This design comes from an exercise in tuning for small area on the open sky130 flow, not from production work.
Only simulation tests tie the RTL to the original design; equivalence was not proved.
Power and IR drop assume default switching activity.

==> design.v <==
`timescale 1ns/1ps
`default_nettype none
module cmd_regs #(
	parameter int NUM_CH = 4
) (
	input  logic                  i_sysclk,
	input  logic                  i_phy_rst_n,
	input  logic                  i_cmd_valid,
	input  logic [31:0]           i_cmd,		 
	output logic                  o_sync_on,
	output logic [NUM_CH*85-1:0]  o_cfg,
	output logic [NUM_CH-1:0]     o_pdwn,
	output logic [2:0]            o_hv
);
	localparam logic [4:0] OP_ZND_DELAY  = 5'd1;
	localparam logic [4:0] OP_PULSE_W    = 5'd2;
	localparam logic [4:0] OP_DATA_DELAY = 5'd3;
	localparam logic [4:0] OP_SMAX       = 5'd4;
	localparam logic [4:0] OP_WORDS      = 5'd5;
	localparam logic [4:0] OP_OFFSET     = 5'd6;
	localparam logic [4:0] OP_POWER      = 5'd7;
	localparam logic [4:0] OP_SYNC       = 5'd16;
	logic [4:0]  op;
	logic [1:0]  ch;
	logic [23:0] arg;
	logic [23:0] arg_m1;	 
	logic        nz24;		 
	logic        nz8;		 
	logic        cmd_set;
	assign op      = i_cmd[30:26];
	assign ch      = i_cmd[25:24];
	assign arg     = i_cmd[23:0];
	assign cmd_set = i_cmd_valid && i_cmd[31];
	logic [24:0] brw;
	assign brw[0] = 1'b1;
	for (genvar k = 0; k < 24; k++)
	begin : g_brw
		assign brw[k+1]  = brw[k] & !arg[k];
		assign arg_m1[k] = arg[k] ^ brw[k];
	end
	assign nz8     = !brw[8];
	assign nz24    = !brw[24];
	always_ff @(posedge i_sysclk or negedge i_phy_rst_n)
	begin
		if (!i_phy_rst_n)
		begin
			o_pdwn    <= '0;
			o_hv      <= '0;
			o_sync_on <= 1'b0;
		end
		else if (cmd_set)
		begin
			if (op == OP_POWER)
			begin
				o_pdwn <= arg[NUM_CH-1:0];
				o_hv   <= arg[4 +: 3];
			end
			if (op == OP_SYNC)
				o_sync_on <= arg[0];
		end
	end
	for (genvar i = 0; i < NUM_CH; i++)
	begin : g_ch
		logic sel;
		assign sel = cmd_set && (ch == 2'(i));
		always_ff @(posedge i_sysclk or negedge i_phy_rst_n)
		begin
			if (!i_phy_rst_n)
			begin
				o_cfg[i*85+60] <= 1'b0;
				o_cfg[i*85+51] <= 1'b0;
				o_cfg[i*85+26] <= 1'b0;
				o_cfg[i*85+17] <= 1'b0;
				o_cfg[i*85+8]  <= 1'b0;
				o_cfg[i*85+0 +: 8] <= '0;
			end
			else if (sel)
			begin
				if (op == OP_ZND_DELAY)  o_cfg[i*85+60] <= nz24;
				if (op == OP_PULSE_W)    o_cfg[i*85+51] <= nz8;
				if (op == OP_DATA_DELAY) o_cfg[i*85+26] <= nz24;
				if (op == OP_SMAX)       o_cfg[i*85+17] <= nz8;
				if (op == OP_WORDS)      o_cfg[i*85+8]  <= nz8;
				if (op == OP_OFFSET)     o_cfg[i*85+0 +: 8] <= arg[7:0];
			end
		end
		always_ff @(posedge i_sysclk)
		begin
			if (sel)
			begin
				if (op == OP_ZND_DELAY)  o_cfg[i*85+61 +: 24] <= arg_m1;
				if (op == OP_PULSE_W)    o_cfg[i*85+52 +: 8]  <= arg_m1[7:0];
				if (op == OP_DATA_DELAY) o_cfg[i*85+27 +: 24] <= arg_m1;
				if (op == OP_SMAX)       o_cfg[i*85+18 +: 8]  <= arg_m1[7:0];
				if (op == OP_WORDS)      o_cfg[i*85+9 +: 8]   <= arg_m1[7:0];
			end
		end
	end
endmodule
`default_nettype wire
`timescale 1ns/1ps
`default_nettype none
module sync_gen #(
	parameter int SYNC_BIT = 20	 
) (
	input  logic i_sysclk,
	input  logic i_phy_rst_n,
	input  logic i_sync_on,
	output logic o_msync_n,		 
	output logic o_sync_stb		 
);
	logic [SYNC_BIT:0] cnt_q;		 
	logic              msync_d;		 
	logic [SYNC_BIT+1:0] cry;		 
	assign cry[0] = 1'b1;
	for (genvar k = 0; k <= SYNC_BIT; k++)
	begin : g_cry
		assign cry[k+1] = cry[k] & cnt_q[k];
	end
	assign o_msync_n = i_sync_on ? cnt_q[SYNC_BIT] : 1'b1;
	always_ff @(posedge i_sysclk or negedge i_phy_rst_n)
	begin
		if (!i_phy_rst_n)
		begin
			cnt_q      <= '0;
			msync_d    <= 1'b1;
			o_sync_stb <= 1'b0;
		end
		else
		begin
			cnt_q      <= cnt_q ^ cry[SYNC_BIT:0];
			msync_d    <= o_msync_n;
			o_sync_stb <= msync_d & ~o_msync_n;	 
		end
	end
endmodule
`default_nettype wire
`timescale 1ns/1ps
`default_nettype none
module znd_chan (
	input  logic        i_sysclk,
	input  logic        i_phy_rst_n,
	input  logic        i_sync_stb,
	input  logic [84:0] i_cfg,		 
	input  logic        i_pdwn,		 
	output logic        o_imp_a,
	output logic        o_imp_b_n,
	output logic        o_imp_c,
	output logic        o_imp_d_n,
	output logic        o_enz_n
);
	logic [23:0] zd_m1;		 
	logic        zd_nz;
	logic [7:0]  pw_m1;		 
	logic        pw_nz;
	logic        wait_q;	 
	logic        pulse_q;	 
	logic [23:0] dly_q;		 
	logic [7:0]  wid_q;		 
	logic [24:0] dly_b;		 
	logic [8:0]  wid_b;		 
	assign zd_m1 = i_cfg[84:61];
	assign zd_nz = i_cfg[60];
	assign pw_m1 = i_cfg[59:52];
	assign pw_nz = i_cfg[51];
	assign dly_b[0] = 1'b1;
	for (genvar k = 0; k < 24; k++)
	begin : g_dly
		assign dly_b[k+1] = dly_b[k] & !dly_q[k];
	end
	assign wid_b[0] = pulse_q;
	for (genvar k = 0; k < 8; k++)
	begin : g_wid
		assign wid_b[k+1] = wid_b[k] & !wid_q[k];
	end
	always_ff @(posedge i_sysclk or negedge i_phy_rst_n)
	begin
		if (!i_phy_rst_n)
		begin
			wait_q  <= 1'b0;
			pulse_q <= 1'b0;
		end
		else if (i_pdwn || (i_sync_stb && !pw_nz))
		begin
			wait_q  <= 1'b0;
			pulse_q <= 1'b0;
		end
		else if (i_sync_stb)
		begin
			wait_q  <= zd_nz;
			pulse_q <= !zd_nz;
		end
		else if (wait_q)
		begin
			if (dly_b[24])	 
			begin
				wait_q  <= 1'b0;
				pulse_q <= 1'b1;
			end
		end
		else if (wid_b[8])	 
			pulse_q <= 1'b0;
	end
	always_ff @(posedge i_sysclk)
	begin
		if (i_sync_stb)
		begin
			dly_q <= zd_m1;
			wid_q <= pw_m1;
		end
		else
		begin
			dly_q <= dly_q ^ dly_b[23:0];
			wid_q <= wid_q ^ wid_b[7:0];
		end
	end
	assign o_imp_a   = pulse_q;
	assign o_imp_c   = pulse_q;
	assign o_imp_b_n = !pulse_q;
	assign o_imp_d_n = !pulse_q;
	assign o_enz_n   = !pulse_q;
endmodule
`default_nettype wire
`timescale 1ns/1ps
`default_nettype none
module acq_chan (
	input  logic        i_sysclk,
	input  logic        i_phy_rst_n,
	input  logic        i_sync_stb,
	input  logic [84:0] i_cfg,		 
	input  logic        i_pdwn,
	input  logic [11:0] i_adc,		 
	output logic        o_valid,	 
	output logic [19:0] o_word,		 
	output logic        o_cmpl,		 
	output logic        o_en,
	output logic        o_doffs,
	output logic        o_soffs_n
);
	logic [23:0] dd_m1;		 
	logic        dd_nz;
	logic [7:0]  sm_m1;		 
	logic        sm_nz;
	logic [7:0]  wn_m1;		 
	logic        wn_nz;
	logic [7:0]  offset;
	logic        wait_q;	 
	logic        grp_q;		 
	logic [23:0] dly_q;		 
	logic [7:0]  pos_q;		 
	logic [7:0]  wcnt_q;	 
	logic [7:0]  wcnt_inc;	 
	logic [11:0] max_q;		 
	logic [11:0] grp_max;	 
	logic [11:0] diff;		 
	logic [24:0] dly_b;		 
	logic [8:0]  pos_c;		 
	logic [8:0]  wcnt_c;	 
	logic [12:0] gt;		 
	logic [12:0] sub_b;		 
	logic        run_ok;
	logic        pos_zero;
	logic        last_smp;
	logic        last_word;
	logic        fire;		 
	assign dd_m1  = i_cfg[50:27];
	assign dd_nz  = i_cfg[26];
	assign sm_m1  = i_cfg[25:18];
	assign sm_nz  = i_cfg[17];
	assign wn_m1  = i_cfg[16:9];
	assign wn_nz  = i_cfg[8];
	assign offset = i_cfg[7:0];
	assign dly_b[0]  = 1'b1;
	assign pos_c[0]  = 1'b1;
	assign wcnt_c[0] = 1'b1;
	assign gt[0]     = 1'b0;
	assign sub_b[0]  = 1'b0;
	for (genvar k = 0; k < 24; k++)
	begin : g_dly
		assign dly_b[k+1] = dly_b[k] & !dly_q[k];
	end
	for (genvar k = 0; k < 8; k++)
	begin : g_cnt
		assign pos_c[k+1]  = pos_c[k] & pos_q[k];
		assign wcnt_c[k+1] = wcnt_c[k] & wcnt_q[k];
		assign wcnt_inc[k] = wcnt_q[k] ^ wcnt_c[k];
	end
	for (genvar k = 0; k < 12; k++)
	begin : g_dp
		logic ob;	 
		assign ob = (k < 8) ? offset[k % 8] : 1'b0;
		assign gt[k+1] = (i_adc[k] & !max_q[k]) | (i_adc[k] & gt[k]) | (!max_q[k] & gt[k]);
		assign diff[k] = grp_max[k] ^ ob ^ sub_b[k];
		assign sub_b[k+1] = (!grp_max[k] & ob) | (!grp_max[k] & sub_b[k]) | (ob & sub_b[k]);
	end
	assign run_ok    = !i_pdwn && sm_nz && wn_nz;
	assign pos_zero  = (pos_q == '0);
	assign grp_max   = (pos_zero || gt[12]) ? i_adc : max_q;	 
	assign last_smp  = (pos_q == sm_m1);
	assign last_word = (wcnt_inc == wn_m1);
	assign fire      = run_ok && !i_sync_stb && grp_q && last_smp;
	always_ff @(posedge i_sysclk or negedge i_phy_rst_n)
	begin
		if (!i_phy_rst_n)
		begin
			wait_q  <= 1'b0;
			grp_q   <= 1'b0;
			o_valid <= 1'b0;
			o_cmpl  <= 1'b0;
		end
		else
		begin
			o_valid <= fire;
			o_cmpl  <= fire && last_word;
			if (!run_ok)
			begin
				wait_q <= 1'b0;
				grp_q  <= 1'b0;
			end
			else if (i_sync_stb)
			begin
				wait_q <= dd_nz;
				grp_q  <= !dd_nz;
			end
			else if (wait_q)
			begin
				if (dly_b[24])	 
				begin
					wait_q <= 1'b0;
					grp_q  <= 1'b1;
				end
			end
			else if (fire && last_word)
				grp_q <= 1'b0;
		end
	end
	always_ff @(posedge i_sysclk)
	begin
		dly_q <= i_sync_stb ? dd_m1 : (dly_q ^ dly_b[23:0]);
		pos_q <= (grp_q && !last_smp && !i_sync_stb) ? (pos_q ^ pos_c[7:0]) : 8'd0;
		if (i_sync_stb)
			wcnt_q <= 8'hff;
		else if (grp_q && last_smp)
			wcnt_q <= wcnt_inc;
		max_q <= last_smp ? (sub_b[12] ? 12'd0 : diff) : grp_max;	 
	end
	assign o_word    = {wcnt_q, max_q};
	assign o_en      = grp_q;
	assign o_doffs   = wait_q;
	assign o_soffs_n = !wait_q;
endmodule
`default_nettype wire
`timescale 1ns/1ps
`default_nettype none
module stick_top #(
	parameter int NUM_CH   = 4,
	parameter int SYNC_BIT = 11
) (
	input  logic                     i_sysclk,
	input  logic                     i_phy_rst_n,
	input  logic                     i_cmd_valid,
	input  logic [31:0]              i_cmd,		 
	input  logic [NUM_CH*12-1:0]     i_adc,
	output logic                     o_msync_n,
	output logic [2:0]               o_hpwon,
	output logic [NUM_CH-1:0]        o_pdwn,
	output logic [NUM_CH-1:0]        o_phase_a,
	output logic [NUM_CH-1:0]        o_phase_b_n,
	output logic [NUM_CH-1:0]        o_phase_c,
	output logic [NUM_CH-1:0]        o_phase_d_n,
	output logic [NUM_CH-1:0]        o_nenz,
	output logic [NUM_CH-1:0]        o_acq_valid,
	output logic [NUM_CH-1:0]        o_acq_cmpl,
	output logic [NUM_CH-1:0]        o_en,
	output logic [NUM_CH-1:0]        o_doffs,
	output logic [NUM_CH-1:0]        o_soffs_n,
	output logic [NUM_CH*20-1:0]     o_acq_word	 
);
	logic [NUM_CH*85-1:0] cfg;		 
	logic                 sync_on;
	logic                 sync_stb;	 
	cmd_regs #(
		.NUM_CH(NUM_CH)
	) u_cmd_regs (
		.i_sysclk    (i_sysclk),
		.i_phy_rst_n (i_phy_rst_n),
		.i_cmd_valid (i_cmd_valid),
		.i_cmd       (i_cmd),
		.o_sync_on   (sync_on),
		.o_cfg       (cfg),
		.o_pdwn      (o_pdwn),
		.o_hv        (o_hpwon)
	);
	sync_gen #(
		.SYNC_BIT(SYNC_BIT)
	) u_sync_gen (
		.i_sysclk    (i_sysclk),
		.i_phy_rst_n (i_phy_rst_n),
		.i_sync_on   (sync_on),
		.o_msync_n   (o_msync_n),
		.o_sync_stb  (sync_stb)
	);
	for (genvar g = 0; g < NUM_CH; g++)
	begin : g_ch
		znd_chan u_znd (
			.i_sysclk    (i_sysclk),
			.i_phy_rst_n (i_phy_rst_n),
			.i_sync_stb  (sync_stb),
			.i_cfg       (cfg[g*85 +: 85]),
			.i_pdwn      (o_pdwn[g]),
			.o_imp_a     (o_phase_a[g]),
			.o_imp_b_n   (o_phase_b_n[g]),
			.o_imp_c     (o_phase_c[g]),
			.o_imp_d_n   (o_phase_d_n[g]),
			.o_enz_n     (o_nenz[g])
		);
		acq_chan u_acq (
			.i_sysclk    (i_sysclk),
			.i_phy_rst_n (i_phy_rst_n),
			.i_sync_stb  (sync_stb),
			.i_cfg       (cfg[g*85 +: 85]),
			.i_pdwn      (o_pdwn[g]),
			.i_adc       (i_adc[g*12 +: 12]),
			.o_valid     (o_acq_valid[g]),
			.o_word      (o_acq_word[g*20 +: 20]),
			.o_cmpl      (o_acq_cmpl[g]),
			.o_en        (o_en[g]),
			.o_doffs     (o_doffs[g]),
			.o_soffs_n   (o_soffs_n[g])
		);
	end
endmodule
`default_nettype wire
==> run.sh <==
#!/bin/bash
# synth_recipe.tcl (not shown) runs the flow's synth.tcl, then flattens the netlist and writes it again
# the make line also repeats each setting of config.mk as NAME=value (left out here)
make -C /OpenROAD-flow-scripts/flow DESIGN_CONFIG=/design/flow/config.mk WORK_HOME=/design/flow/orfs CLKGATE_MAP_FILE= SYNTH_SCRIPT=/design/flow/synth_recipe.tcl finish
==> config.mk <==
export PLATFORM = sky130hd
export DESIGN_NAME = stick_top
export DESIGN_NICKNAME = stick_top
export VERILOG_FILES = /design/flow/design.v
export SDC_FILE = /design/flow/constraint.sdc
export NUM_CORES = 4
export LEC_CHECK = 0
export CAP_MARGIN = 20
export CORE_MARGIN = 2
export CORE_UTILIZATION = 40
export SLEW_MARGIN = 20
==> constraint.sdc <==
create_clock -name core_clock -period 6.0 [get_ports {i_sysclk}]
set_input_delay 1.2000 -clock core_clock [delete_from_list [all_inputs] [get_ports {i_sysclk}]]
set_output_delay 1.2000 -clock core_clock [all_outputs]
set_load 0.01 [all_outputs]
==> impl_metrics.py, run 1 <==
metrics = {
    "status": {
        "status": "failed layout checks",
        "so_faults": "negative setup slack",
    },
    "timing": {
        "min_period_ns": 6.053,
        "finalSetupViolCount": 8,
        "layout_setup_ws_ns": -0.05343,
        "post-route-period-util_pct": 100.9,
        "hold_slack_ns": 0.4490,
        "setup_tns_ns": -0.2582,
        "rsz0062_at_grt": "true",
        "finalClockSkew_ns": 0.02498,
        "hold_viol": 0,
        "worst_pin_slew_ns": 1.152,
        "slew-limit-headroom_pct": 22.50,
        "max_freq_mhz": 165.2,
        "maxSlewViolCount": 0,
    },
    "clock_network": {
        "cts_tree": "built",
        "cts_sinks": 722,
        "clock_path_buffers": 3,
        "path_clk_slew_ns": 0.06,
        "cts_root_buf": "clkbuf_16",
        "clock_insertion_delay_worst_skew_ns": 0.62,
        "cts_max_level": 3,
        "numCtsBuffers": 78,
        "ctsHoldBuffers": 0,
    },
    "floorplan": {
        "core_um2": 79130,
        "initial_utilization_pct": 40.47,
        "rows": 103,
        "die-area_um2": 82340,
        "dieWidth_um": 286.9,
        "die_y_um": 286.9,
        "top_level_ports": 211,
    },
    "yosys": {
        "ys_async_sr_fraction_pct": 13.57,
        "postSynthCellCount": 2732,
        "ys.flop_type": "dfxtp_1",
        "synth_area_leader_cell": "edfxtp_1",
        "synth_top_area_share_pct": 27.01,
        "synthTopCellsByArea": "edfxtp_1, dfxtp_1, ha_1, dfrtp_1, mux2i_1",
        "synth-edff-count": 288,
        "ys_seq_area_share_pct": 55.67,
        "synth.avg_cell_area_um2": 11.72,
        "syn_area_um2": 32020,
        "syn_nets": 3156,
        "yosys_warnings": 4,
        "ys_types": 55,
        "ys_ff_latch": 722,
    },
    "worst_hold_path": {
        "hp-class": "flop to flop",
    },
    "place": {
        "io_buffers": 210,
        "dp_hpwl_um": 48210,
        "placed_cells": 3977,
        "routabilityCongestion": 0.8499,
    },
    "routing": {
        "wl_per_cell_um": 16.90,
        "via_per_inst": 4.787,
        "drtIter0Drc": 1009,
        "ant_nets": 0,
        "firstDrtPassIters": 5,
        "vias": 19760,
        "drc_errors": 0,
        "drt-total-wl_um": 69780,
    },
    "worst_setup_path": {
        "crit_family": "adder cells",
        "cp_common_cell": "fa_2",
        "path_buf_inv": 4,
        "worst_path_max_delay_cell": "clkdlybuf4s50_1",
        "cpPeakStageDelay_ns": 0.44,
        "criticalPathCategory": "primary input to flop",
        "worstPathArrival_ns": 6.53,
        "crit_fanout": 7,
        "cp-end-kind": "flop",
        "start_kind": "primary input",
        "path_cells": "clkdlybuf4s50_1, nor2b_2, a2111o_1, o221ai_2, a221oi_4, buf_4, mux2i_2, inv_1, fa_2, fa_2, fa_2, fa_2, fa_2, fa_2, fa_2, inv_2, ha_4, ha_4, nand3_4, o21a_4, nand2_1, o21ai_1",
        "worst_ep_required_time_ns": 6.48,
    },
    "global_route": {
        "gr-total-overflow": 0,
        "grt_util_all_layers_pct": 16.90,
        "antenna_found_initial": 1,
        "grt_first_pass_wirelength_um": 109200,
        "grt_pass1_vias": 20030,
        "grt_max_degree": 153,
    },
    "cells_and_area": {
        "area_growth_pct": 21.81,
        "fin_cells": 4128,
        "final_core_util_pct": 49.29,
        "layout-drive-gt1-share_pct": 13.55,
        "n_antenna_cell": 0,
        "finalNetCount": 3439,
    },
    "pwr": {
        "max-vdd-ir-drop_v": 0.0002316,
        "power_density_nw_per_um2": 333.8,
        "leakage_nw": 17.89,
    },
    "job": {
        "cap_violations": 0,
    },
}
## metal layers
layer | GRT usage, % | up-vias | share of wire, %
li1 | - | 9615 | -
met1 | 21.98 | 9667 | 44
met2 | 29.31 | 359 | 49
met3 | 2.349 | 120 | 3.9
met4 | 4.818 | 0 | 2.3
met5 | 0 | - | 0
## cells in the mapped netlist (4+ instances only)
| cell | number |
|---|---|
| nand3_1 | 15 |
| nor4_1 | 13 |
| xnor2_1 | 64 |
| buf_4 | 44 |
| maj3_1 | 16 |
| nand3b_1 | 5 |
| mux2_2 | 17 |
| nand2_1 | 95 |
| ha_1 | 313 |
| o22ai_1 | 19 |
| o21ai_0 | 79 |
| o22a_1 | 4 |
| nor2_1 | 82 |
| a211oi_1 | 7 |
| o211a_1 | 4 |
| nor2b_1 | 19 |
| a211o_1 | 24 |
| a22o_1 | 4 |
| and3_1 | 31 |
| edfxtp_1 | 288 |
| nand4_1 | 17 |
| xor2_1 | 17 |
| clkbuf_1 | 43 |
| mux2i_1 | 240 |
| a2111o_1 | 4 |
| dfxtp_1 | 336 |
| o2bb2ai_1 | 4 |
| a21oi_1 | 30 |
| o221ai_1 | 8 |
| fa_1 | 28 |
| nor3_1 | 18 |
| o21a_1 | 8 |
| and2_1 | 24 |
| o21ai_1 | 16 |
| inv_1 | 591 |
| a31oi_1 | 10 |
| or3_1 | 5 |
| nand2b_1 | 30 |
| dfrtp_1 | 97 |
| buf_1 | 20 |
| a221oi_1 | 7 |
| o31ai_1 | 12 |
| nor3b_1 | 5 |
| a22oi_1 | 4 |
## cell type report
class | count | area [um^2]
repair buffers | 314 | 2953
well taps | 1050 | 1314
flip-flops and latches | 722 | 17830
inverters | 591 | 2218
clock buffers | 113 | 2205
multi-input cells | 1308 | 12180
fillers | 7043 | 40120
clock inverters | 30 | 297.8
## cells by family after synthesis
group / synth area share (%)
buf+inv: 8.779
flops: 55.67
simple gates: 5.662
fa+ha+maj: 14.48
xor+xnor: 2.215
mux: 8.100
compound gates: 5.091
## worst paths after layout
kind / startpoint / to / slack (ns) / depth (start not counted)
setup / recovery: i_adc[30] / g_ch[2].u_acq.max_q[2]$_DFF_P_ / -0.05 / 22
hold / removal: u_cmd_regs.o_cfg[338]$_DFFE_PP_ / g_ch[3].u_znd.dly_q[22]$_DFF_P_ / 0.45 / 2
setup reg to reg: g_ch[2].u_acq.pos_q[1]$_SDFF_PN0_ / g_ch[2].u_acq.max_q[2]$_DFF_P_ / -0.03 / 23
hold reg to reg: u_cmd_regs.o_cfg[338]$_DFFE_PP_ / g_ch[3].u_znd.dly_q[22]$_DFF_P_ / 0.45 / 2
max in group asynchronous: i_phy_rst_n / u_sync_gen.o_sync_stb$_DFF_PN0_ / 4.13 / 2
min in group asynchronous: i_phy_rst_n / u_cmd_regs.o_cfg[2]$_DFFE_PN0P_ / 0.57 / 1
## registers in the layout, summed over array words and instances (netlist names)
signal and count:
g_ch.u_znd.wait_q 4, g_ch.u_acq.max_q 48, g_ch.u_acq.pos_q 32, g_ch.u_acq.wait_q 4
g_ch.u_acq.wcnt_q 32, u_sync_gen.msync_d 1, g_ch.u_acq.dly_q 96, g_ch.u_znd.wid_q 32
u_cmd_regs.o_pdwn 4, g_ch.u_acq.o_cmpl 4, u_cmd_regs.o_sync_on 1, u_sync_gen.cnt_q 12
g_ch.u_znd.dly_q 96, u_cmd_regs.o_cfg 340, g_ch.u_acq.grp_q 4, g_ch.u_acq.o_valid 4
g_ch.u_znd.pulse_q 4, u_sync_gen.o_sync_stb 1, u_cmd_regs.o_hv 3
## placed cells by master, fill, tap and decap left out, types with 17 or more instances in the layout
cell type | synthesis | layout
a21oi_1 | 30 | 29
fa_2 | 0 | 28
clkdlybuf4s50_1 | 0 | 170
nor3_1 | 18 | 18
edfxtp_1 | 288 | 288
dfrtp_1 | 97 | 96
a211o_1 | 24 | 24
nand2_1 | 95 | 86
xnor2_1 | 64 | 64
and3_1 | 31 | 26
mux2_2 | 17 | 17
mux2i_1 | 240 | 236
nand2b_1 | 30 | 28
dfxtp_1 | 336 | 334
buf_4 | 44 | 101
xor2_1 | 17 | 17
clkbuf_1 | 43 | 24
nand4_1 | 17 | 17
ha_1 | 313 | 282
clkbuf_16 | 0 | 79
and2_1 | 24 | 24
inv_2 | 0 | 17
ha_2 | 0 | 21
dlymetal6s2s_1 | 0 | 32
nor2_1 | 82 | 72
o21ai_0 | 79 | 70
inv_1 | 591 | 574
o21ai_1 | 16 | 22
## what timing repair did
action | in CTS | in global routing
pin swaps | 5 | 74
resized for setup | 14 | 194
setup endpoints to repair | 29 | 81
setup buffers | 1 | 9
endpoints found under the hold margin | 0 | 0
## stage by stage
step | instance area [um^2] | setup slack [ns] | total power [mW]
floorplan | 32180 | 0.01165 | 7.734
global placement | 35720 | -0.7553 | 8.226
detailed placement | 35720 | -0.8493 | 8.451
CTS | 38300 | 0.0006910 | 13.16
global route | 39010 | -0.2176 | 13.80
finish | 39010 | -0.05343 | 13.02
## power breakdown
group | switching [mW] | internal [mW] | leakage [nW]
clock | 1.92 | 2.74 | 1.22
sequential | 0.262 | 5.95 | 6.70
combinational | 1.11 | 1.04 | 9.97
total | 3.29 | 9.73 | 17.9
## worst min-delay path, cell delays in order, from the launching register on
cell and delay, ns:
edfxtp_1 0.32, nand2_1 0.05, o21ai_0 0.05
==> run 2, diff against run 1 <==
--- a/config.mk
+++ b/config.mk
@@ -10,2 +10,3 @@
 export CORE_UTILIZATION = 40
+export CTS_BUF_LIST = sky130_fd_sc_hd__clkbuf_4
 export SLEW_MARGIN = 20
==> run 2 against run 1 <==
The run now finishes clean. Sequential power about the same. Hold slack got worse by 0.28 ns. Synthesized cell count stayed put. Count of clock-buffer cells in the layout rose by 198. Largest cell class unchanged. Power fell by 2.2%. Clock skew is 0.027 ns higher. Clock power down 5.2%. Utilization is 0.60 points lower. Fmax is 4.7% higher. Area after synthesis is the same. Register-to-register slack better by 0.25 ns. Non-clock buffer count is the same. Highest routed layer unchanged.
==> impl_metrics.py, run 2 <==
metrics = {
    "clock_network": {
        "clock_path_buffers": 3,
        "numCtsBuffers": 185,
        "cts_sinks": 722,
        "cts_max_level": 4,
        "path_clk_slew_ns": 0.07,
        "clock_insertion_delay_worst_skew_ns": 1.02,
        "cts_tree": "built",
        "ctsHoldBuffers": 0,
        "cts_root_buf": "clkbuf_4",
    },
    "worst_hold_path": {
        "hp-class": "primary input to asynchronous set/reset pin",
    },
    "global_route": {
        "antenna_found_initial": 2,
        "grt_pass1_vias": 21010,
        "met1_usage_pct": 21.66,
        "top_usage_layer": "met2",
        "gr-total-overflow": 0,
        "grt_util_all_layers_pct": 17.31,
        "grt_max_degree": 153,
        "grt_first_pass_wirelength_um": 111100,
        "grt_use_met3_pct": 3.294,
        "grt_util_met2_pct": 29.52,
    },
    "timing": {
        "worst_pin_slew_ns": 1.062,
        "max_freq_mhz": 172.9,
        "maxSlewViolCount": 0,
        "slew-limit-headroom_pct": 29.21,
        "rsz0062_at_grt": "true",
        "hold_slack_ns": 0.1656,
        "min_period_ns": 5.783,
        "finalSetupViolCount": 0,
        "setup_tns_ns": 0,
        "finalClockSkew_ns": 0.05210,
        "hold_viol": 0,
        "post-route-period-util_pct": 96.38,
    },
    "pwr": {
        "power_density_nw_per_um2": 330.7,
        "design_power_total_mw": 12.74,
        "max-vdd-ir-drop_v": 0.0001848,
        "leakage_nw": 17.81,
    },
    "floorplan": {
        "initial_utilization_pct": 40.47,
        "die-area_um2": 82340,
        "core_um2": 79130,
        "die_y_um": 286.9,
        "rows": 103,
        "dieWidth_um": 286.9,
        "top_level_ports": 211,
    },
    "worst_setup_path": {
        "start_kind": "flop",
        "cp-end-kind": "flop",
        "worst_ep_required_time_ns": 6.86,
        "worstPathArrival_ns": 6.65,
        "crit_fanout": 4,
        "criticalPathCategory": "flop to flop",
        "rrSetupSlack_ns": 0.22,
    },
    "yosys": {
        "ys_types": 55,
        "ys_seq_area_share_pct": 55.67,
        "synth.avg_cell_area_um2": 11.72,
        "synthTopCellsByCount": "inv_1, dfxtp_1, ha_1",
        "synth-edff-count": 288,
        "syn_area_um2": 32020,
        "synthMuxAreaShare_pct": 8.100,
        "postSynthCellCount": 2732,
        "yosys_warnings": 4,
        "synthXorXnorAreaFrac_pct": 2.215,
        "ys_ff_latch": 722,
        "ys_async_sr_fraction_pct": 13.57,
        "ys.flop_type": "dfxtp_1",
        "synthAdderAreaFrac_pct": 14.48,
        "synth_top_family_by_area": "adder cells",
        "synth_top_area_share_pct": 27.01,
        "synth_area_leader_cell": "edfxtp_1",
        "syn_nets": 3156,
        "synthTopCellsByArea": "edfxtp_1, dfxtp_1, ha_1, dfrtp_1, mux2i_1",
        "synth_compound_area_share_pct": 5.091,
        "yosysMostFrequentCell": "inv_1",
        "synth-simple-area-share_pct": 5.661,
    },
    "cells_and_area": {
        "fin_area_um2": 38530,
        "final_cell_mix": "inv_1, dfxtp_1, clkbuf_4, edfxtp_1, ha_1",
        "largest_reg_flops": 340,
        "largest_register": "u_cmd_regs.o_cfg",
        "layout_commonest_cell": "inv_1",
        "finalNetCount": 3546,
        "top_regs": "u_cmd_regs.o_cfg (340), g_ch.u_acq.dly_q (96), g_ch.u_znd.dly_q (96)",
        "area_growth_pct": 20.31,
        "layout-drive-gt1-share_pct": 16.48,
    },
    "routing": {
        "vias": 20350,
        "via_per_inst": 4.688,
        "wl_per_cell_um": 16.14,
        "drc_errors": 0,
        "ant_nets": 0,
        "drtIter0Drc": 940,
        "drt-total-wl_um": 70030,
        "firstDrtPassIters": 5,
    },
    "place": {
        "placed_area_um2": 35720,
        "io_buffers": 210,
        "routabilityCongestion": 0.8499,
        "dp_hpwl_um": 48210,
    },
    "status": {
        "status": "finished clean",
    },
    "job": {
        "cap_violations": 0,
    },
}
run 2: area by class of cell:
class,count,area (um^2)
Clock inverter,37,234.0
Clock buffer,311,2335
Tap cell,1050,1314
Fill cell,7200,40600
Sequential cell,722,17830
Multi-Input combinational cell,1308,11680
Antenna cell,7,17.52
Timing Repair Buffer,314,2893
Inverter,591,2218
run 2: cell families (layout without fill, tap and decap cells):
family,count (synthesis),in the layout
compound gates,250,250
mux,257,257
buf+inv,702,1253
other cells,0,7
xor+xnor,81,81
fa+ha+maj,357,357
simple gates,363,363
flops,722,722
run 2: worst paths after layout:
kind	from	endpoint	cells past startpoint
worst max-delay path	g_ch[2].u_acq.pos_q[1]$_SDFF_PN0_	g_ch[2].u_acq.max_q[0]$_DFF_P_	22
worst min-delay path	i_phy_rst_n	u_cmd_regs.o_cfg[2]$_DFFE_PN0P_	1
worst max register to register	g_ch[2].u_acq.pos_q[1]$_SDFF_PN0_	g_ch[2].u_acq.max_q[0]$_DFF_P_	22
worst min register to register	u_cmd_regs.o_cfg[291]$_DFFE_PP_	g_ch[3].u_acq.dly_q[9]$_DFF_P_	2
max in group asynchronous	i_phy_rst_n	u_sync_gen.o_sync_stb$_DFF_PN0_	2
min in group core_clock	u_cmd_regs.o_cfg[291]$_DFFE_PP_	g_ch[3].u_acq.dly_q[9]$_DFF_P_	2
run 2: report_power, final:
group	internal (mW)	switching [mW]	leakage [nW]	total (mW)
logic	1.03	1.09	9.58	2.12
clock network	2.42	2.00	1.53	4.42
registers	5.94	0.257	6.70	6.20
run 2: worst max-delay path, cell delays in order (launching register included):
cell and delay (ns):
dfxtp_2 0.33, inv_1 0.05, ha_1 0.12, or4b_4 0.46, or4_4 0.48, and2_4 0.19
a221oi_4 0.22, buf_4 0.17, mux2i_2 0.23, inv_1 0.10, fa_2 0.38, fa_2 0.36
fa_2 0.37, fa_2 0.35, fa_2 0.35, fa_2 0.35, fa_2 0.34, inv_2 0.07
ha_4 0.13, ha_4 0.14, nand3_2 0.09, o21ai_1 0.24, o22ai_1 0.11
run 2: through the flow:
| step | cells | setup slack, ns | util [%] |
|---|---|---|---|
| global placement | 3977 | -0.7553 | 45.14 |
| floorplan | 2732 | 0.01165 | - |
| detailed placement | 3977 | -0.8493 | 45.14 |
| global route | 4340 | -0.001257 | 48.69 |
| CTS | 4332 | 0.001594 | 48.53 |
| finish | 4340 | 0.2170 | 48.69 |
run 2: per-layer routing:
metal | up-vias | part of all wire (%)
li1 | 9966 | -
met1 | 9849 | 44
met2 | 429 | 49
met3 | 101 | 4.8
met4 | 0 | 1.9
met5 | - | 0
run 2: repair_timing:
action	CTS	global route
buffers inserted	7	1
pin swaps	11	10
setup endpoints to repair	9	44
resized for setup	13	29
==> run 3, diff against run 2 <==
--- a/design.v
+++ b/design.v
@@ -26,2 +26,3 @@
 	logic [23:0] arg_m1;	 
+	logic [23:0] arg_neg;	 
 	logic        nz24;		 
@@ -40,2 +41,3 @@
 	end
+	assign arg_neg = ~arg_m1;
 	assign nz8     = !brw[8];
@@ -75,2 +77,3 @@
 				o_cfg[i*85+0 +: 8] <= '0;
+				o_cfg[i*85+27 +: 16] <= '0;
 			end
@@ -84,2 +87,3 @@
 				if (op == OP_OFFSET)     o_cfg[i*85+0 +: 8] <= arg[7:0];
+				if (op == OP_DATA_DELAY) o_cfg[i*85+27 +: 16] <= arg_neg[15:0];
 			end
@@ -90,5 +94,5 @@
 			begin
-				if (op == OP_ZND_DELAY)  o_cfg[i*85+61 +: 24] <= arg_m1;
-				if (op == OP_PULSE_W)    o_cfg[i*85+52 +: 8]  <= arg_m1[7:0];
-				if (op == OP_DATA_DELAY) o_cfg[i*85+27 +: 24] <= arg_m1;
+				if (op == OP_ZND_DELAY)  o_cfg[i*85+61 +: 24] <= arg_neg;
+				if (op == OP_PULSE_W)    o_cfg[i*85+52 +: 8]  <= arg_neg[7:0];
+				if (op == OP_DATA_DELAY) o_cfg[i*85+43 +: 8]  <= arg_neg[23:16];
 				if (op == OP_SMAX)       o_cfg[i*85+18 +: 8]  <= arg_m1[7:0];
@@ -151,5 +155,5 @@
 );
-	logic [23:0] zd_m1;		 
+	logic [23:0] zd_n;		 
 	logic        zd_nz;
-	logic [7:0]  pw_m1;		 
+	logic [7:0]  pw_n;		 
 	logic        pw_nz;
@@ -161,5 +165,5 @@
 	logic [8:0]  wid_b;		 
-	assign zd_m1 = i_cfg[84:61];
+	assign zd_n  = i_cfg[84:61];
 	assign zd_nz = i_cfg[60];
-	assign pw_m1 = i_cfg[59:52];
+	assign pw_n  = i_cfg[59:52];
 	assign pw_nz = i_cfg[51];
@@ -168,3 +172,3 @@
 	begin : g_dly
-		assign dly_b[k+1] = dly_b[k] & !dly_q[k];
+		assign dly_b[k+1] = dly_b[k] & dly_q[k];
 	end
@@ -173,3 +177,3 @@
 	begin : g_wid
-		assign wid_b[k+1] = wid_b[k] & !wid_q[k];
+		assign wid_b[k+1] = wid_b[k] & wid_q[k];
 	end
@@ -207,4 +211,4 @@
 		begin
-			dly_q <= zd_m1;
-			wid_q <= pw_m1;
+			dly_q <= zd_n;
+			wid_q <= pw_n;
 		end
@@ -239,3 +243,3 @@
 );
-	logic [23:0] dd_m1;		 
+	logic [23:0] dd_n;		 
 	logic        dd_nz;
@@ -248,6 +252,8 @@
 	logic        grp_q;		 
-	logic [23:0] dly_q;		 
-	logic [7:0]  pos_q;		 
-	logic [7:0]  wcnt_q;	 
-	logic [7:0]  wcnt_inc;	 
+	logic [23:0] cnt_q;
+	logic [24:0] cry;		 
+	logic [23:0] cry_in;	 
+	logic [7:0]  pos;		 
+	logic [7:0]  wnum;		 
+	logic [7:0]  wnum_inc;	 
 	logic [11:0] max_q;		 
@@ -255,9 +261,7 @@
 	logic [11:0] diff;		 
-	logic [24:0] dly_b;		 
-	logic [8:0]  pos_c;		 
-	logic [8:0]  wcnt_c;	 
+	logic        neg;		 
 	logic [12:0] gt;		 
-	logic [12:0] sub_b;		 
+	logic        lo_b;		 
+	logic [4:0]  hi_b;		 
 	logic        run_ok;
-	logic        pos_zero;
 	logic        last_smp;
@@ -265,3 +269,3 @@
 	logic        fire;		 
-	assign dd_m1  = i_cfg[50:27];
+	assign dd_n   = i_cfg[50:27];
 	assign dd_nz  = i_cfg[26];
@@ -272,30 +276,35 @@
 	assign offset = i_cfg[7:0];
-	assign dly_b[0]  = 1'b1;
-	assign pos_c[0]  = 1'b1;
-	assign wcnt_c[0] = 1'b1;
-	assign gt[0]     = 1'b0;
-	assign sub_b[0]  = 1'b0;
+	assign pos  = cnt_q[7:0];
+	assign wnum = cnt_q[15:8];
+	assign cry[0] = 1'b1;
 	for (genvar k = 0; k < 24; k++)
-	begin : g_dly
-		assign dly_b[k+1] = dly_b[k] & !dly_q[k];
-	end
-	for (genvar k = 0; k < 8; k++)
-	begin : g_cnt
-		assign pos_c[k+1]  = pos_c[k] & pos_q[k];
-		assign wcnt_c[k+1] = wcnt_c[k] & wcnt_q[k];
-		assign wcnt_inc[k] = wcnt_q[k] ^ wcnt_c[k];
+	begin : g_cry
+		if (k == 8)
+		begin : g_mid
+			assign cry_in[k] = (cry[k] && !grp_q) || o_valid;
+		end
+		else
+		begin : g_std
+			assign cry_in[k] = cry[k];
+		end
+		assign cry[k+1] = cry_in[k] && cnt_q[k];
 	end
+	assign wnum_inc = wnum ^ cry_in[15:8];
+	assign gt[0] = 1'b0;
 	for (genvar k = 0; k < 12; k++)
-	begin : g_dp
-		logic ob;	 
-		assign ob = (k < 8) ? offset[k % 8] : 1'b0;
+	begin : g_gt
 		assign gt[k+1] = (i_adc[k] & !max_q[k]) | (i_adc[k] & gt[k]) | (!max_q[k] & gt[k]);
-		assign diff[k] = grp_max[k] ^ ob ^ sub_b[k];
-		assign sub_b[k+1] = (!grp_max[k] & ob) | (!grp_max[k] & sub_b[k]) | (ob & sub_b[k]);
 	end
+	assign {lo_b, diff[7:0]} = {1'b0, grp_max[7:0]} - {1'b0, offset};
+	assign hi_b[0] = lo_b;
+	for (genvar k = 0; k < 4; k++)
+	begin : g_hi
+		assign diff[8+k]  = grp_max[8+k] ^ hi_b[k];
+		assign hi_b[k+1] = hi_b[k] & !grp_max[8+k];
+	end
+	assign neg = hi_b[4];
 	assign run_ok    = !i_pdwn && sm_nz && wn_nz;
-	assign pos_zero  = (pos_q == '0);
-	assign grp_max   = (pos_zero || gt[12]) ? i_adc : max_q;	 
-	assign last_smp  = (pos_q == sm_m1);
-	assign last_word = (wcnt_inc == wn_m1);
+	assign grp_max   = (pos == '0 || gt[12]) ? i_adc : max_q;	 
+	assign last_smp  = (pos == sm_m1);
+	assign last_word = (wnum_inc == wn_m1);
 	assign fire      = run_ok && !i_sync_stb && grp_q && last_smp;
@@ -326,3 +335,3 @@
 			begin
-				if (dly_b[24])	 
+				if (cry[24])	 
 				begin
@@ -338,11 +347,12 @@
 	begin
-		dly_q <= i_sync_stb ? dd_m1 : (dly_q ^ dly_b[23:0]);
-		pos_q <= (grp_q && !last_smp && !i_sync_stb) ? (pos_q ^ pos_c[7:0]) : 8'd0;
 		if (i_sync_stb)
-			wcnt_q <= 8'hff;
-		else if (grp_q && last_smp)
-			wcnt_q <= wcnt_inc;
-		max_q <= last_smp ? (sub_b[12] ? 12'd0 : diff) : grp_max;	 
+			cnt_q <= dd_n;
+		else
+		begin
+			cnt_q[23:8] <= cnt_q[23:8] ^ cry_in[23:8];
+			cnt_q[7:0]  <= (grp_q && last_smp) ? 8'd0 : (cnt_q[7:0] ^ cry_in[7:0]);
+		end
+		max_q <= last_smp ? (neg ? 12'd0 : diff) : grp_max;	 
 	end
-	assign o_word    = {wcnt_q, max_q};
+	assign o_word    = {wnum, max_q};
 	assign o_en      = grp_q;
--- a/config.mk
+++ b/config.mk
@@ -10,3 +10,4 @@
 export CORE_UTILIZATION = 40
-export CTS_BUF_LIST = sky130_fd_sc_hd__clkbuf_4
+export CTS_CLUSTER_DIAMETER = 40
+export CTS_CLUSTER_SIZE = 32
 export SLEW_MARGIN = 20
==> run 3 against run 2 <==
Count of clock-buffer cells in the layout shrank 199. Sequential share of layout area shrank 1.7 points. Clock skew shrank 0.017 ns. Combinational power grew 110%. Still clean on timing, DRC and antenna. Synthesized cell count shrank 15%. Sequential power shrank 2%. Clock power grew 33%. First-iteration DRC count shrank 7.2%. Design area shrank 5.5%. Critical path type is now primary input to flop.
==> impl_metrics.py, run 3 <==
metrics = {
    "status": {
        "status": "finished clean",
    },
    "pwr": {
        "intPower_mw": 11.57,
        "netSwitchingFraction_pct": 29.43,
        "power_density_nw_per_um2": 450.5,
        "max-vdd-ir-drop_v": 0.0002402,
        "sequentialPowerShare_pct": 37.1,
        "leakage_nw": 15.80,
        "pwr-share-comb_pct": 27.0,
        "p_sw_mw": 4.825,
        "p_clk_share_pct": 36.0,
    },
    "cells_and_area": {
        "fin_cells": 3635,
        "final_core_util_pct": 49.80,
        "finalNetCount": 2971,
        "n_antenna_cell": 0,
        "largest_reg_flops": 340,
        "layout-drive-gt1-share_pct": 21.52,
        "fin_area_um2": 36400,
        "top_regs": "u_cmd_regs.o_cfg (340), g_ch.u_acq.cnt_q (96), g_ch.u_znd.dly_q (96)",
        "area_growth_pct": 22.87,
        "final_cell_mix": "ha_1, mux2_2, dfxtp_1, edfxtp_1, clkdlybuf4s50_1",
        "layout_commonest_cell": "ha_1",
        "largest_register": "u_cmd_regs.o_cfg",
    },
    "timing": {
        "slew-limit-headroom_pct": 22.45,
        "maxSlewViolCount": 0,
        "max_freq_mhz": 175.9,
        "finalSetupViolCount": 0,
        "min_period_ns": 5.685,
        "post-route-period-util_pct": 94.75,
        "worst_pin_slew_ns": 1.148,
        "rsz0062_at_grt": "false",
        "hold_viol": 0,
        "finalClockSkew_ns": 0.03530,
    },
    "yosys": {
        "ys_types": 71,
        "ys_ff_latch": 658,
        "synthTopCellsByArea": "edfxtp_1, dfxtp_1, dfrtp_1, ha_1, mux2_2",
        "ys_seq_area_share_pct": 54.78,
        "syn_area_um2": 29620,
        "synth_area_leader_cell": "edfxtp_1",
        "ys_async_sr_fraction_pct": 24.62,
        "syn_nets": 2707,
        "synth.avg_cell_area_um2": 12.73,
        "synth_top_area_share_pct": 22.71,
        "postSynthCellCount": 2327,
        "synthTopCellsByCount": "ha_1, mux2_2, dfxtp_1",
        "yosys_warnings": 4,
        "synth-edff-count": 224,
        "yosysMostFrequentCell": "ha_1",
        "ys.flop_type": "dfxtp_1",
    },
    "worst_setup_path": {
        "ff2ff_path_depth": 27,
        "cp-end-kind": "flop",
        "criticalPathCategory": "primary input to flop",
        "timing.rr.start": "g_ch[1].u_acq.cnt_q[0]$_DFF_P_",
        "start_kind": "primary input",
        "regToRegEndpoint": "g_ch[1].u_acq.grp_q$_DFFE_PN0P_",
        "rrSetupSlack_ns": 0.32,
        "worst_ep_required_time_ns": 6.55,
        "worstPathArrival_ns": 6.24,
        "crit_fanout": 7,
    },
    "routing": {
        "wl_per_cell_um": 19.35,
        "via_per_inst": 5.139,
        "drtIter0Drc": 872,
        "drc_errors": 0,
        "drt-total-wl_um": 70330,
        "firstDrtPassIters": 7,
        "vias": 18680,
        "ant_nets": 0,
    },
    "worst_hold_path": {
        "hp-class": "flop to flop",
        "holdPathEnd": "u_sync_gen.cnt_q[0]$_DFF_PN0_",
        "hold_depth": 1,
        "worstHoldStart": "u_sync_gen.cnt_q[0]$_DFF_PN0_",
    },
    "job": {
        "cap_violations": 0,
    },
    "clock_network": {
        "numCtsBuffers": 98,
        "cts_sinks": 658,
        "path_clk_slew_ns": 0.05,
        "ctsHoldBuffers": 0,
        "cts_max_level": 3,
        "cts_root_buf": "clkbuf_16",
        "cts_tree": "built",
        "cts_setup_buffers": 0,
        "clock_path_buffers": 3,
        "clock_insertion_delay_worst_skew_ns": 0.64,
    },
    "place": {
        "routabilityCongestion": 0.8364,
        "placed_cells": 3449,
        "placed_area_um2": 32820,
        "dp_hpwl_um": 50680,
        "io_buffers": 210,
    },
    "global_route": {
        "grt_max_degree": 158,
        "grt_first_pass_wirelength_um": 108500,
        "antenna_found_initial": 0,
        "gr-total-overflow": 0,
        "grt_pass1_vias": 19290,
        "grt_util_all_layers_pct": 18.30,
    },
    "floorplan": {
        "dieWidth_um": 276.1,
        "top_level_ports": 211,
        "rows": 99,
        "die_y_um": 276.1,
        "initial_utilization_pct": 40.53,
        "core_um2": 73080,
        "die-area_um2": 76250,
    },
}
-- run 3: kinds of logic (layout without fill, tap and decap cells) --
| family | Yosys count | after routing | share of synthesized area (%) |
|---|---|---|---|
| fa+ha+maj | 306 | 306 | 12.97 |
| simple gates | 387 | 387 | 6.543 |
| compound gates | 315 | 315 | 7.172 |
| mux | 313 | 313 | 11.76 |
| buf+inv | 267 | 616 | 4.376 |
| flops | 658 | 658 | 54.78 |
| xor+xnor | 81 | 81 | 2.395 |
-- run 3: cell type report --
type                    count  area [um^2]
fillers                  6336        36690
flip-flops and latches    658        16230
multi-input cells        1402        12190
repair buffers            296         2788
clock buffers             112         2660
well taps                 959         1200
clock inverters            73        820.8
inverters                 135        506.7
-- run 3: metal layers --
metal  track usage [%]  up-vias  share of wire (%)
met4             5.114        0                1.7
met2             31.42      409                 49
li1                  -     8905                  -
met5                 0        -                  0
met3             3.803       82                5.5
met1             23.33     9284                 44
-- run 3: what timing repair did --
action	in CTS	in global routing
gates cloned	0	0
pin swaps	0	1
gates resized for setup	4	12
endpoints found under the setup margin	16	29
-- run 3: worst max-delay path, cell delays in order --
cell and delay, ns:
clkdlybuf4s50_1 0.52, inv_1 0.08, ha_1 0.19, ha_1 0.18
ha_1 0.18, ha_1 0.18, ha_1 0.18, ha_2 0.19
ha_4 0.18, ha_1 0.18, ha_1 0.18, ha_1 0.18
ha_1 0.18, ha_1 0.19, ha_1 0.18, ha_1 0.18
ha_1 0.17, ha_1 0.18, ha_1 0.18, ha_1 0.18
ha_2 0.18, ha_2 0.17, ha_2 0.17, ha_2 0.19
ha_4 0.19, buf_4 0.14, mux2i_1 0.12
-- run 3: how the worst max path moves through the flow --
stage	slack, ns	from	end
floorplan	0.20	i_cmd[0]	u_cmd_regs.o_cfg[315]$_DFFE_PN0P_
global placement	-0.84	i_cmd[0]	u_cmd_regs.o_cfg[196]$_DFFE_PN0P_
detailed placement	-0.92	i_cmd[0]	u_cmd_regs.o_cfg[281]$_DFFE_PN0P_
CTS	0.01	i_cmd[0]	u_cmd_regs.o_cfg[281]$_DFFE_PN0P_
global route	0.02	i_adc[29]	g_ch[2].u_acq.max_q[10]$_DFF_P_
finish	0.31	i_cmd[1]	u_cmd_regs.o_cfg[281]$_DFFE_PN0P_
-- run 3: power by group through the flow --
stage	sequential, mW	combinational (mW)	clock [mW]
finish	6.08	4.42	5.90
global route	6.18	4.99	6.21
CTS	6.09	4.46	6.01
detailed placement	6.17	4.42	0
global placement	6.13	4.22	0
floorplan	6.06	3.03	0
-- run 3: metrics by stage --
| step | setup TNS [ns] | total power [mW] | hold WS [ns] | worst slack [ns] |
|---|---|---|---|---|
| 4_1_cts | 0 | 16.55 | 0.4286 | 0.01230 |
| 5_1_grt | 0 | 17.37 | 0.4310 | 0.02481 |
| 6_report | 0 | 16.40 | 0.4234 | 0.3149 |
| 2_1_floorplan | 0 | 9.084 | 0.4006 | 0.1969 |
| 3_5_place_dp | -31.34 | 10.59 | 0.4200 | -0.9204 |
| 3_3_place_gp | -25.21 | 10.36 | 0.4112 | -0.8364 |
==> run 4, diff against run 3 <==
--- a/config.mk
+++ b/config.mk
@@ -10,4 +10,4 @@
 export CORE_UTILIZATION = 40
-export CTS_CLUSTER_DIAMETER = 40
-export CTS_CLUSTER_SIZE = 32
+export CTS_CLUSTER_DIAMETER = 60
+export CTS_CLUSTER_SIZE = 30
 export SLEW_MARGIN = 20
==> run 4 against run 3 <==
Largest power group unchanged. Wire length is 1.4% lower. Synthesized cell count stayed put. Via count is 2.1% lower. Register-to-register slack hardly changed. Design area is 4.7% lower. Sequential power hardly changed. Still clean on timing, DRC and antenna. Combinational power hardly changed. First-iteration DRC count is 12% lower. Critical endpoint is now u_cmd_regs.o_cfg[60]$_DFFE_PN0P_. Hold slack better by 0.0057 ns.
==> impl_metrics.py, run 4 <==
metrics = {
    "yosys": {
        "ys_types": 71,
        "ys_async_sr_fraction_pct": 24.62,
        "synthAdderAreaFrac_pct": 12.97,
        "syn_nets": 2707,
        "synthMuxAreaShare_pct": 11.76,
        "synth_compound_area_share_pct": 7.172,
        "synth_area_leader_cell": "edfxtp_1",
        "ys_seq_area_share_pct": 54.78,
        "synth.avg_cell_area_um2": 12.73,
        "syn_area_um2": 29620,
        "yosys_warnings": 4,
        "ys.flop_type": "dfxtp_1",
        "synthXorXnorAreaFrac_pct": 2.395,
        "synth_top_area_share_pct": 22.71,
        "synth-simple-area-share_pct": 6.543,
        "synthTopCellsByCount": "ha_1, mux2_2, dfxtp_1",
        "synthTopCellsByArea": "edfxtp_1, dfxtp_1, dfrtp_1, ha_1, mux2_2",
        "yosysMostFrequentCell": "ha_1",
        "postSynthCellCount": 2327,
        "synth-edff-count": 224,
        "ys_ff_latch": 658,
        "synth_top_family_by_area": "adder cells",
    },
    "cells_and_area": {
        "layout_commonest_cell": "ha_1",
        "fin_cells": 3536,
        "top_regs": "u_cmd_regs.o_cfg (340), g_ch.u_acq.cnt_q (96), g_ch.u_znd.dly_q (96)",
        "finalNetCount": 2919,
        "largest_reg_flops": 340,
        "largest_register": "u_cmd_regs.o_cfg",
        "n_fill_cell": 6481,
        "layout-drive-gt1-share_pct": 18.74,
        "final_cell_mix": "ha_1, mux2_2, dfxtp_1, edfxtp_1, clkdlybuf4s50_1",
        "fin_area_um2": 34700,
        "n_antenna_cell": 0,
        "final_core_util_pct": 47.48,
        "area_growth_pct": 17.15,
    },
    "worst_setup_path": {
        "crit_fanout": 7,
        "path_buf_inv": 2,
        "cp_common_cell": "ha_1",
        "crit_family": "adder cells",
        "worst_ep_required_time_ns": 6.51,
        "cpPeakStageDelay_ns": 0.52,
        "worst_path_max_delay_cell": "clkdlybuf4s50_1",
        "cp-end-kind": "flop",
        "start_kind": "primary input",
        "worstPathArrival_ns": 6.22,
        "criticalPathCategory": "primary input to flop",
    },
    "floorplan": {
        "top_level_ports": 211,
        "die-area_um2": 76250,
        "dieWidth_um": 276.1,
        "initial_utilization_pct": 40.53,
        "core_um2": 73080,
        "die_y_um": 276.1,
        "rows": 99,
    },
    "clock_network": {
        "cts_setup_buffers": 0,
        "path_clk_slew_ns": 0.09,
        "clock_path_buffers": 3,
        "numCtsBuffers": 46,
        "cts_sinks": 658,
        "clock_insertion_delay_worst_skew_ns": 0.63,
        "cts_tree": "built",
        "cts_max_level": 2,
        "ctsHoldBuffers": 0,
        "cts_root_buf": "clkbuf_16",
    },
    "routing": {
        "ant_nets": 0,
        "vias": 18290,
        "drtIter0Drc": 768,
        "drt-total-wl_um": 69310,
        "firstDrtPassIters": 5,
        "drc_errors": 0,
        "via_per_inst": 5.173,
        "wl_per_cell_um": 19.60,
    },
    "place": {
        "io_buffers": 210,
        "routabilityCongestion": 0.8364,
        "placed_area_um2": 32820,
        "placed_cells": 3449,
        "dp_hpwl_um": 50680,
    },
    "job": {
        "cap_violations": 0,
    },
    "timing": {
        "max_freq_mhz": 175.1,
        "maxSlewViolCount": 0,
        "setup_tns_ns": 0,
        "min_period_ns": 5.710,
        "worst_pin_slew_ns": 1.053,
        "post-route-period-util_pct": 95.16,
        "finalClockSkew_ns": 0.03728,
        "hold_viol": 0,
        "slew-limit-headroom_pct": 28.87,
        "finalSetupViolCount": 0,
        "rsz0062_at_grt": "false",
    },
    "global_route": {
        "grt_util_all_layers_pct": 17.96,
        "gr-total-overflow": 0,
        "antenna_found_initial": 0,
        "grt_first_pass_wirelength_um": 106700,
        "grt_pass1_vias": 18710,
        "grt_max_degree": 158,
    },
    "pwr": {
        "design_power_total_mw": 14.12,
        "max-vdd-ir-drop_v": 0.0002017,
        "power_density_nw_per_um2": 406.8,
        "leakage_nw": 14.97,
    },
    "status": {
        "status": "finished clean",
    },
    "worst_hold_path": {
        "hp-class": "flop to flop",
    },
}
[run 4: cell counts after synthesis]
Identical to the previous run, type by type.
[run 4: timing repair]
item / CTS / global route
endpoints found under the setup margin: 16 / 32
pin swaps: 0 / 1
resized for setup: 4 / 13
endpoints found under the hold margin: 0 / 0
[run 4: per-layer routing]
metal  track usage [%]  routed length (um)
met1             22.95               30300
met2             30.81               33560
met3             3.912                3981
met4             4.610                1472
met5                 0                   0
[run 4: cell type report]
type | count | area, um^2 | share of cell area (%)
flip-flops and latches | 658 | 16230 | 46.77
multi-input cells | 1402 | 12200 | 35.15
repair buffers | 296 | 2788 | 8.034
well taps | 959 | 1200 | 3.458
clock buffers | 49 | 1194 | 3.440
clock inverters | 37 | 585.6 | 1.688
inverters | 135 | 506.7 | 1.460
[run 4: cell families (layout without fill, tap and decap cells)]
group           after synthesis  after routing
buf+inv                     267            517
flops                       658            658
compound gates              315            315
xor+xnor                     81             81
mux                         313            313
fa+ha+maj                   306            306
simple gates                387            387
[run 4: final timing paths]
check                                                     to  cells past startpoint                      startpoint  slack, ns
min reg2reg                    u_sync_gen.cnt_q[0]$_DFF_PN0_                      1   u_sync_gen.cnt_q[0]$_DFF_PN0_       0.43
min in group asynchronous  u_cmd_regs.o_cfg[290]$_DFFE_PN0P_                      1                     i_phy_rst_n       0.44
max                         u_cmd_regs.o_cfg[60]$_DFFE_PN0P_                     26                        i_cmd[1]       0.29
max reg2reg                  g_ch[1].u_acq.grp_q$_DFFE_PN0P_                     27  g_ch[1].u_acq.cnt_q[0]$_DFF_P_       0.32
min                            u_sync_gen.cnt_q[0]$_DFF_PN0_                      1   u_sync_gen.cnt_q[0]$_DFF_PN0_       0.43
max in group asynchronous  g_ch[2].u_znd.pulse_q$_DFFE_PN0P_                      3                     i_phy_rst_n       4.38
[run 4: power breakdown]
part	internal, mW	leakage [nW]	switching (mW)
Sequential	5.52	6.46	0.547
Combinational	2.41	7.66	2.00
Clock	1.69	0.859	1.95
Total	9.63	15.0	4.49
[run 4: through the flow]
stage	hold slack [ns]	worst slack, ns
2_1_floorplan	0.4006	0.1969
3_3_place_gp	0.4112	-0.8364
3_5_place_dp	0.4200	-0.9204
4_1_cts	0.4341	0.001151
5_1_grt	0.4206	0.003237
6_report	0.4291	0.2905
==> run 5, diff against run 4 <==
--- a/config.mk
+++ b/config.mk
@@ -11,3 +11,3 @@
 export CTS_CLUSTER_DIAMETER = 60
-export CTS_CLUSTER_SIZE = 30
+export CTS_CLUSTER_SIZE = 25
 export SLEW_MARGIN = 20
==> run 5 against run 4 <==
Power down 0.36%. Critical path depth down 2. Via count down 0.28%. Clock skew down 0.011 ns. Wire length about the same. Sequential power about the same. Highest routed layer unchanged.
==> impl_metrics.py, run 5 <==
metrics = {
    "worst_setup_path": {
        "ff2ff_path_depth": 27,
        "worstPathArrival_ns": 6.22,
        "crit_fanout": 6,
        "cp-end-kind": "flop",
        "start_kind": "primary input",
        "rrSetupSlack_ns": 0.32,
        "criticalPathCategory": "primary input to flop",
        "regToRegEndpoint": "g_ch[1].u_acq.grp_q$_DFFE_PN0P_",
        "timing.rr.start": "g_ch[1].u_acq.cnt_q[0]$_DFF_P_",
        "worst_ep_required_time_ns": 6.50,
    },
    "worst_hold_path": {
        "hold_depth": 1,
        "holdPathEnd": "u_sync_gen.cnt_q[0]$_DFF_PN0_",
        "hp-class": "flop to flop",
        "worstHoldStart": "u_sync_gen.cnt_q[0]$_DFF_PN0_",
    },
    "global_route": {
        "grt_max_degree": 158,
        "grt_first_pass_wirelength_um": 106500,
        "antenna_found_initial": 0,
        "grt_pass1_vias": 18690,
        "gr-total-overflow": 0,
        "grt_util_all_layers_pct": 17.93,
    },
    "cells_and_area": {
        "finalNetCount": 2920,
        "n_fill_cell": 6482,
        "area_growth_pct": 17.04,
        "layout_commonest_cell": "ha_1",
        "top_regs": "u_cmd_regs.o_cfg (340), g_ch.u_acq.cnt_q (96), g_ch.u_znd.dly_q (96)",
        "layout-drive-gt1-share_pct": 18.77,
        "largest_register": "u_cmd_regs.o_cfg",
        "regArea_um2": 16230,
        "final_cell_mix": "ha_1, mux2_2, dfxtp_1, edfxtp_1, clkdlybuf4s50_1",
        "multi_input_area_um2": 12200,
        "n_antenna_cell": 0,
        "largest_reg_flops": 340,
        "fin_cells": 3538,
    },
    "routing": {
        "ant_nets": 0,
        "firstDrtPassIters": 7,
        "vias": 18240,
        "via_per_inst": 5.155,
        "wl_per_cell_um": 19.59,
        "drt-total-wl_um": 69320,
        "drc_errors": 0,
        "drtIter0Drc": 804,
    },
    "place": {
        "dp_hpwl_um": 50680,
        "dp_slack_ns": -0.9204,
        "placed_cells": 3449,
        "io_buffers": 210,
        "routabilityCongestion": 0.8364,
    },
    "timing": {
        "post-route-period-util_pct": 95.30,
        "worst_pin_slew_ns": 1.074,
        "maxSlewViolCount": 0,
        "rsz0062_at_grt": "false",
        "min_period_ns": 5.718,
        "slew-limit-headroom_pct": 27.44,
        "finalSetupViolCount": 0,
        "layout_setup_ws_ns": 0.2821,
        "finalClockSkew_ns": 0.02589,
        "hold_viol": 0,
        "max_freq_mhz": 174.9,
    },
    "clock_network": {
        "cts_sinks": 658,
        "numCtsBuffers": 47,
        "cts_tree": "built",
        "clock_path_buffers": 3,
        "path_clk_slew_ns": 0.09,
        "ctsHoldBuffers": 0,
        "cts_setup_buffers": 0,
        "cts_root_buf": "clkbuf_16",
        "clock_insertion_delay_worst_skew_ns": 0.62,
        "cts_max_level": 2,
    },
    "yosys": {
        "yosys_warnings": 4,
        "synthTopCellsByArea": "edfxtp_1, dfxtp_1, dfrtp_1, ha_1, mux2_2",
        "ys_async_sr_fraction_pct": 24.62,
        "yosysMostFrequentCell": "ha_1",
        "syn_nets": 2707,
        "ys.flop_type": "dfxtp_1",
        "syn_area_um2": 29620,
        "synth-edff-count": 224,
        "synth_area_leader_cell": "edfxtp_1",
        "ys_ff_latch": 658,
        "synth_top_area_share_pct": 22.71,
        "synthTopCellsByCount": "ha_1, mux2_2, dfxtp_1",
        "postSynthCellCount": 2327,
        "synth.avg_cell_area_um2": 12.73,
        "ys_seq_area_share_pct": 54.78,
        "ys_types": 71,
    },
    "floorplan": {
        "dieWidth_um": 276.1,
        "initial_utilization_pct": 40.53,
        "top_level_ports": 211,
        "rows": 99,
        "die-area_um2": 76250,
        "core_um2": 73080,
        "die_y_um": 276.1,
    },
    "pwr": {
        "intPower_mw": 9.660,
        "p_sw_mw": 4.405,
        "pwr-share-comb_pct": 31.4,
        "sequentialPowerShare_pct": 43.1,
        "max-vdd-ir-drop_v": 0.0002249,
        "power_density_nw_per_um2": 405.7,
        "p_clk_share_pct": 25.5,
        "leakage_nw": 14.96,
        "netSwitchingFraction_pct": 31.32,
    },
    "job": {
        "cap_violations": 0,
    },
    "status": {
        "status": "finished clean",
    },
}
[run 5: cell counts after synthesis]
No cell type changed its count.
[run 5: worst max-delay path, cell delays in order]
cell and delay [ns]:
clkdlybuf4s50_1 0.43, nor2b_1 0.15, maj3_2 0.31, maj3_2 0.31, maj3_2 0.34, a21oi_2 0.19, o311ai_1 0.17, a31oi_4 0.29
buf_4 0.20, mux2_2 0.34, ha_1 0.29, o21ai_1 0.09, nand2b_1 0.08, a21o_1 0.19, a21o_1 0.19, a21o_1 0.17
a21oi_1 0.15, ha_1 0.17, ha_1 0.18, nand4_1 0.15, and2_0 0.21, nand2_1 0.07, o211ai_1 0.08, a221o_1 0.27
[run 5: power by group through the flow]
stage | clock network (mW) | logic (mW) | registers, mW
3_3_place_gp | 0 | 4.22 | 6.13
6_report | 3.59 | 4.41 | 6.07
3_5_place_dp | 0 | 4.42 | 6.17
5_1_grt | 3.85 | 4.99 | 6.17
2_1_floorplan | 0 | 3.03 | 6.06
4_1_cts | 3.70 | 4.45 | 6.07
[run 5: layout make-up]
type,count,area share [%]
Timing Repair Buffer,296,8.041
Multi-Input combinational cell,1402,35.18
Clock buffer,53,3.670
Inverter,135,1.462
Sequential cell,658,46.82
Tap cell,959,3.461
Clock inverter,35,1.375
[run 5: worst max-delay path by stage]
stage | to | slack [ns] | cells after the start | start
detailed placement | u_cmd_regs.o_cfg[281]$_DFFE_PN0P_ | -0.92 | 28 | i_cmd[0]
global placement | u_cmd_regs.o_cfg[196]$_DFFE_PN0P_ | -0.84 | 28 | i_cmd[0]
floorplan | u_cmd_regs.o_cfg[315]$_DFFE_PN0P_ | 0.20 | 26 | i_cmd[0]
finish | g_ch[3].u_acq.max_q[7]$_DFF_P_ | 0.28 | 24 | i_adc[36]
global route | g_ch[2].u_acq.max_q[10]$_DFF_P_ | 0.004 | 25 | i_adc[29]
CTS | u_cmd_regs.o_cfg[230]$_DFFE_PN0P_ | 0.01 | 27 | i_cmd[0]
[run 5: stage by stage]
stage	setup TNS (ns)	hold WS [ns]	utilization (%)	total power [mW]	instance area [um^2]
after floorplan	0	0.4006	-	9.084	29620
after global placement	-25.21	0.4112	44.91	10.36	32820
after detailed placement	-31.34	0.4200	44.91	10.59	32820
after CTS	0	0.4323	47.33	14.23	34590
after global routing	0	0.4395	47.44	15.00	34670
final	0	0.4272	47.44	14.07	34670
[run 5: repair_timing]
action / 4_1_cts / 5_1_grt
setup endpoints to repair: 16 / 32
gates resized for setup: 4 / 13
pin swaps: 0 / 1
endpoints found under the hold margin: 0 / 0
[run 5: metal layers]
| metal | global-route usage, % | wire length [um] | up-vias |
|---|---|---|---|
| met4 | 4.316 | 1397 | 0 |
| met3 | 3.938 | 3945 | 79 |
| li1 | - | - | 8745 |
| met2 | 30.90 | 33630 | 355 |
| met1 | 22.91 | 30350 | 9061 |
| met5 | 0 | 0 | - |
[run 5: cell families after synthesis]
kind of cell             after synthesis  synth area share, %
AO/OA/AOI/OAI                        315                7.172
XOR/XNOR                              81                2.395
adder cells (fa/ha/maj)              306                12.97
buffers and inverters                267                4.376
flip-flops                           658                54.78
multiplexers                         313                11.76
AND/OR/NAND/NOR                      387                6.543

static timing again, ports no longer ideal:
In the flow no input, the clock included, has a driving cell. The finished layouts below were timed again as built, in two steps.
Step 1 assumes that a clkbuf_16 drives the clock port and a buf_2 every other input.
Step 2 moves the port delays by t, midway between the first and last clock arrival at a register: inputs arrive t later, outputs are due t later. That takes back most of the time a late clock gives input paths.
a / b / c = no drivers / after step 1 / after step 2; a / b = the first two.
run | t (ns) | setup slack, ns | worst setup path after step 2
run 1 | 0.667 | -0.053 / -0.033 / -0.685 | input to register
run 2 | 1.067 | 0.217 / 0.217 / -0.802 | input to register
run 3 | 0.697 | 0.315 / 0.323 / -0.336 | input to register
run 4 | 0.676 | 0.290 / 0.322 / -0.344 | input to register
run 5 | 0.671 | 0.282 / 0.322 / -0.343 | input to register
Met with ideal ports but missed after step 2: setup timing in run 2, run 3, run 4 and run 5. For run 2, which loses most, drivers alone change the setup slack by 0.000 ns; drivers and shift together by -1.019 ns.
